Background: an optimization exercise with open tools, aiming at small area. Do not read the settings as production practice. At most, simulation tests tie the RTL to the original design; equivalence was not proved. No activity file was given, so power comes from the tool's default toggle rates.

==> inputs of job 4130 <==
// cpu_top
module cpu_top (
    input  logic       clk_i,
    input  logic       reset,
    input  logic [7:0] instr_i,
    input  logic       data_or_reg_i,   
    input  logic [4:0] address_i,
    input  logic [1:0] byte_sel_i,
    output logic [7:0] value_o
);
clock: 10.0 ns
lec_check: 0
cap_margin: 20
cell_pad_in_sites_detail_placement: 0
cell_pad_in_sites_global_placement: 0
core_margin: 2
core_utilization: 40
gpl_routability_driven: 1
place_density: 0.55
slew_margin: 20
standard.sh (not shown) runs the stock make flow with config.mk's settings and CLKGATE_MAP_FILE= SYNTH_SCRIPT=/design/flow/synth_recipe.tcl, a recipe that flattens the netlist after the stock synthesis.
==> flow/flow/run.sh <==
#!/bin/bash
# Layout flow: the standard ORFS flow, with two changes to how the layout is made:
#  - synthesis maps logic with an area-oriented ABC script (flow/abc_area.script)
#    instead of ORFS's delay-oriented one; everything else in synthesis is unchanged,
#    so the registers, their names and cell types are those of the standard synthesis;
#  - clock tree synthesis clusters more sinks per buffer and inserts no dummy loads.
set -euo pipefail
WD=$(pwd)
rm -rf "$WD/scripts_custom"
cp -r "$FLOW_HOME/scripts" "$WD/scripts_custom"
cp "$WD/flow/abc_area.script" "$WD/scripts_custom/abc_speed.script"
CTS="-sink_clustering_enable -repair_clock_nets -sink_clustering_size 20 -sink_clustering_max_diameter 80 -buf_list {sky130_fd_sc_hd__clkbuf_8 sky130_fd_sc_hd__clkbuf_16} -dont_use_dummy_load"
bash "$WD/standard.sh" "SCRIPTS_DIR=$WD/scripts_custom" "CTS_ARGS=$CTS" finish > "$WD/flow_make.log" 2>&1
==> flow/flow/abc_area.script <==
&get -n
&st
&syn2
&dch -f
&nf -R 1000 -p -F 8 -C 32
&put
topo
==> job 5093 (differences from job 4130) <==
--- a/flow/design.v
+++ b/flow/design.v
@@ -118,38 +118,82 @@
     assign x_s  = !x_k && (x_p == 5'd0);
     assign x_rd = x_r ? x_y[6:2] : x_p;    
     logic        wb_we, wb_ld;
     logic [4:0]  wb_rd;
     logic [31:0] wb_alu;
     logic [31:0] regs [32];    
-    logic [31:1] rvalid;
     logic [31:0] dmem [32];
-    logic [31:0] dvalid;
+    function automatic logic [31:0] or3_groups(input logic [31:0] sel, input logic [31:0][31:0] dat);
+        logic [31:0] acc, g;
+        acc = 32'd0;
+        for (int j = 0; j < 11; j++) begin
+            g = 32'd0;
+            for (int i = 3 * j; i < 3 * j + 3 && i < 32; i++) g = g | ({32{sel[i]}} & dat[i]);
+            acc = acc | g;
+        end
+        or3_groups = acc;
+    endfunction
+    function automatic logic [31:0] rd_sel(input logic [4:0] a, input logic fwd, input logic en);
+        rd_sel[0] = fwd;
+        for (int k = 1; k < 32; k++) rd_sel[k] = en && !fwd && a == 5'(k);
+    endfunction
+    logic [31:0][31:0] regs_fwd, regs_p, dmem_p;
+    always_comb begin
+        regs_fwd[0] = wb_alu;
+        regs_p[0]   = 32'd0;
+        for (int k = 1; k < 32; k++) begin
+            regs_fwd[k] = regs[k];
+            regs_p[k]   = regs[k];
+        end
+        for (int k = 0; k < 32; k++) dmem_p[k] = dmem[k];
+    end
+    function automatic logic [31:0] add32(input logic [31:0] a, input logic [31:0] b, input logic cin);
+        logic [31:0] g0, p0, gf, gx;
+        logic [31:0] gl [6];
+        logic [31:0] pl [6];
+        g0 = a & b;
+        p0 = a ^ b;
+        gl[0] = g0;
+        pl[0] = p0;
+        gl[0][0] = g0[0] | (p0[0] & cin);
+        for (int l = 1; l <= 5; l++) begin
+            gl[l] = gl[l-1];
+            pl[l] = pl[l-1];
+            for (int i = 0; i < 32; i++) begin
+                if (((i + 1) % (1 << l)) == 0) begin
+                    gl[l][i] = gl[l-1][i] | (pl[l-1][i] & gl[l-1][i - (1 << (l-1))]);
+                    pl[l][i] = pl[l-1][i] & pl[l-1][i - (1 << (l-1))];
+                end
+            end
+        end
+        gf = gl[5];
+        for (int l = 4; l >= 1; l--) begin
+            for (int i = 0; i < 32; i++) begin
+                if (((i + 1) % (1 << l)) == (1 << (l-1)) && i >= (1 << l))
+                    gf[i] = gf[i] | (pl[l-1][i] & gf[i - (1 << (l-1))]);
+            end
+        end
+        gx = gf;
+        for (int i = 2; i < 32; i += 2) gx[i] = g0[i] | (p0[i] & gf[i-1]);
+        add32 = p0 ^ {gx[30:0], cin};
+    endfunction
     logic        fwd_a, fwd_b;
-    logic [31:0] op_a, rs2_val, op_b, imm, result;
+    logic [31:0] op_a, rs2_val, op_b, imm, result, sum;
+    logic        alu_sub;
     always_comb begin
         fwd_a = wb_we && (wb_rd == x_a);
         fwd_b = wb_we && (wb_rd == x_q);
-        op_a    = fwd_a ? wb_alu : 32'd0;
-        rs2_val = fwd_b ? wb_alu : 32'd0;
-        for (int k = 1; k < 32; k++) begin
-            op_a    = op_a    | ({32{!fwd_a && rvalid[k] && x_a == 5'(k)}} & regs[k]);
-            rs2_val = rs2_val | ({32{!fwd_b && rvalid[k] && x_q == 5'(k)}} & regs[k]);
-        end
+        op_a    = or3_groups(rd_sel(x_a, fwd_a, 1'b1), regs_fwd);
+        rs2_val = or3_groups(rd_sel(x_q, fwd_b, !clr), regs_fwd);   
         imm  = {{20{x_y[11]}}, x_y};
         op_b = x_r ? rs2_val : imm;
-        if (x_r) begin
-            case (x_y[1:0])
-                2'd1:    result = op_a - op_b;
-                2'd2:    result = op_a | op_b;
-                2'd3:    result = op_a & op_b;
-                default: result = op_a + op_b;
-            endcase
-        end else begin
-            result = op_a + op_b;
-        end
+        alu_sub = x_r && (x_y[1:0] == 2'd1);
+        sum     = add32(op_a, op_b ^ {32{alu_sub}}, alu_sub);
+        if (x_r && x_y[1:0] == 2'd2)      result = op_a | op_b;
+        else if (x_r && x_y[1:0] == 2'd3) result = op_a & op_b;
+        else                              result = sum;
     end
     logic x_sw;
     assign x_sw = run && x_s;
     always_ff @(posedge clk_i or posedge reset) begin
         if (reset) begin
             wb_we <= 1'b0;
@@ -159,57 +203,42 @@
     end
     always_ff @(posedge clk_i) begin
         wb_ld  <= x_k && !x_r;
         wb_rd  <= x_rd;
         wb_alu <= result;
     end
+    logic clr;
+    always_ff @(posedge clk_i or posedge reset) begin
+        if (reset) clr <= 1'b1;
+        else       clr <= 1'b0;
+    end
     logic [4:0] st_addr;
     assign st_addr = result[6:2];
     always_ff @(posedge clk_i) begin
         for (int k = 0; k < 32; k++) begin
-            if (x_sw && st_addr == 5'(k)) dmem[k] <= rs2_val;
-        end
-    end
-    always_ff @(posedge clk_i or posedge reset) begin
-        if (reset) begin
-            dvalid <= '0;
-        end else begin
-            for (int k = 0; k < 32; k++) begin
-                if (x_sw && st_addr == 5'(k)) dvalid[k] <= 1'b1;
-            end
+            if (clr || (x_sw && st_addr == 5'(k))) dmem[k] <= rs2_val;
         end
     end
     logic [4:0]  ld_addr;
     logic [31:0] wb_data;
+    logic [31:0] ld_sel;
     assign ld_addr = wb_alu[6:2];
     always_comb begin
-        wb_data = wb_ld ? 32'd0 : wb_alu;
+        for (int k = 0; k < 32; k++) ld_sel[k] = !clr && wb_ld && ld_addr == 5'(k);
+        wb_data = or3_groups(ld_sel, dmem_p) | ((wb_ld || clr) ? 32'd0 : wb_alu);
+    end
+    always_ff @(posedge clk_i) begin
+        for (int k = 1; k < 32; k++) begin
+            if (clr || (wb_we && wb_rd == 5'(k))) regs[k] <= wb_data;
+        end
+    end
+    logic [31:0] ro_word;
+    logic [31:0] ro_dsel, ro_rsel;
+    always_comb begin
         for (int k = 0; k < 32; k++) begin
-            wb_data = wb_data | ({32{wb_ld && dvalid[k] && ld_addr == 5'(k)}} & dmem[k]);
-        end
-    end
-    always_ff @(posedge clk_i) begin
-        for (int k = 1; k < 32; k++) begin
-            if (wb_we && wb_rd == 5'(k)) regs[k] <= wb_data;
-        end
-    end
-    always_ff @(posedge clk_i or posedge reset) begin
-        if (reset) begin
-            rvalid <= '0;
-        end else begin
-            for (int k = 1; k < 32; k++) begin
-                if (wb_we && wb_rd == 5'(k)) rvalid[k] <= 1'b1;
-            end
-        end
-    end
-    logic [31:0] ro_word;
-    always_comb begin
-        ro_word = 32'd0;
-        for (int k = 0; k < 32; k++) begin
-            ro_word = ro_word | ({32{!data_or_reg_i && dvalid[k] && address_i == 5'(k)}} & dmem[k]);
-        end
-        for (int k = 1; k < 32; k++) begin
-            ro_word = ro_word | ({32{data_or_reg_i && rvalid[k] && address_i == 5'(k)}} & regs[k]);
-        end
+            ro_dsel[k] = !clr && !data_or_reg_i && address_i == 5'(k);
+            ro_rsel[k] = (k != 0) && !clr && data_or_reg_i && address_i == 5'(k);
+        end
+        ro_word = or3_groups(ro_dsel, dmem_p) | or3_groups(ro_rsel, regs_p);
     end
     assign value_o = ro_word[{byte_sel_i, 3'b000} +: 8];
 endmodule
==> flow/flow/run.sh (replaced) <==
#!/bin/bash
# Layout flow: the standard ORFS flow (standard.sh), with these changes to how
# the layout is made:
#  - synthesis maps logic with an area-oriented ABC script (flow/abc_area.script)
#    instead of ORFS's delay-oriented one; everything else in synthesis is unchanged,
#    so the registers, their names and cell types are those of the standard synthesis;
#  - clock tree synthesis clusters more sinks per buffer and inserts no dummy loads;
#  - after global routing, non-critical cells are downsized (RECOVER_POWER);
#  - antenna repair aims 20% below the antenna ratio limits;
#  - the port buffers are buf_2 cells rather than the delay cells ORFS picks by default.
set -euo pipefail
WD=$(pwd)
rm -rf "$WD/scripts_custom"
cp -r "$FLOW_HOME/scripts" "$WD/scripts_custom"
cp "$WD/flow/abc_area.script" "$WD/scripts_custom/abc_speed.script"
sed -i 's/repair_antennas -iterations \$::env(MAX_REPAIR_ANTENNAS_ITER_GRT)/repair_antennas -iterations $::env(MAX_REPAIR_ANTENNAS_ITER_GRT) -ratio_margin 20/' "$WD/scripts_custom/global_route.tcl"
grep -q "ratio_margin 20" "$WD/scripts_custom/global_route.tcl"
CTS="-sink_clustering_enable -repair_clock_nets -sink_clustering_size 20 -sink_clustering_max_diameter 80 -buf_list {sky130_fd_sc_hd__clkbuf_8 sky130_fd_sc_hd__clkbuf_16} -dont_use_dummy_load"
bash "$WD/standard.sh" "SCRIPTS_DIR=$WD/scripts_custom" "CTS_ARGS=$CTS" "RECOVER_POWER=100" "BUFFER_PORTS_ARGS=-buffer_cell sky130_fd_sc_hd__buf_2" finish > "$WD/flow_make.log" 2>&1
==> flow/flow/abc_area.script (replaced) <==
&get -n
&st
&dch -f
&nf -R 50 -p -F 8 -C 32
&put
topo
Settings changed: SETUP_SLACK_MARGIN set to 0.2.
==> notes.md <==
quantity                                                                                                  job 5093                         job 4130
Leakage                                                                                                    46.8 nW                          49.5 nW
Start point of the critical path                                                                               clr                     address_i[1]
Mux contribution to synthesized area                                                                        0.0203                          0.00270
Setup-violating endpoint count in the final report                                                               0                                3
Count of non-CTS inverters in the layout                                                                        63                              144
Die width                                                                                                   559 um                           571 um
Fmax                                                                                                     0.102 GHz                       0.0985 GHz
Share of total power in the clock network                                                                    0.260                            0.305
Resize count post-CTS                                                                                            1                                0
Worst clock skew on the final layout                                                                      0.142 ns                         0.138 ns
Fillcell total                                                                                               26537                            28044
Destination of the worst register-to-register timing path                                               wb_alu[31]                      dmem[27][4]
Status                                                                                    finished with violations         finished with violations
Violated checks                                                    max-capacitance violations, max-slew violations             negative setup slack
Fraction of standard cell area that is sequential                                                            0.675                            0.642
Setup Crit Path Kind                                                                   flip-flop to primary output  primary input to primary output
Core area                                                                                             306000 sq um                     320000 sq um
Worst slack at placement                                                                                  0.756 ns                         0.368 ns
Worst slew margin                                                                                            -1.41                           0.0799
Part of the total power dissipated in combinational logic                                                    0.124                            0.085
Clock latency on the worst-skew pair                                                                       0.94 ns                          0.99 ns
Sequential cell count                                                                                         3605                             3667
Number of antenna violations at the first check in global routing                                               44                              100
Power density cells                                                                                    233 nW/um^2                      204 nW/um^2
Final critical-path required period                                                                        9.83 ns                         10.15 ns
DP Area                                                                                               133000 sq um                     141000 sq um
No functional check of the RTL was part of job 4130.

port drivers added, routing unchanged:
The flow's constraints put no driver on any port. The routed layouts listed below were extracted and timed again, unchanged, in two steps.
Step 1 assumes that a clkbuf_16 drives the clock port and a buf_2 every other input.
Step 2 also shifts input and output timing later by t, the mid clock arrival at the registers, as if the neighbouring blocks saw the same clock.
a / b / c = no drivers / after step 1 / after step 2; a / b = the first two.
run	shift t [ns]	slack for setup (ns)	hold slack, ns	worst setup path after step 2
job 4130	1.027	-0.152 / -0.272 / -0.272	0.273 / 0.273 / 0.273	input to output
job 5093	0.972	0.173 / 0.071 / 0.413	0.269 / 0.269 / 0.269	register to register
The setup slack of job 4130, which loses most, moves by -0.120 ns with the drivers and by -0.120 ns with both steps.
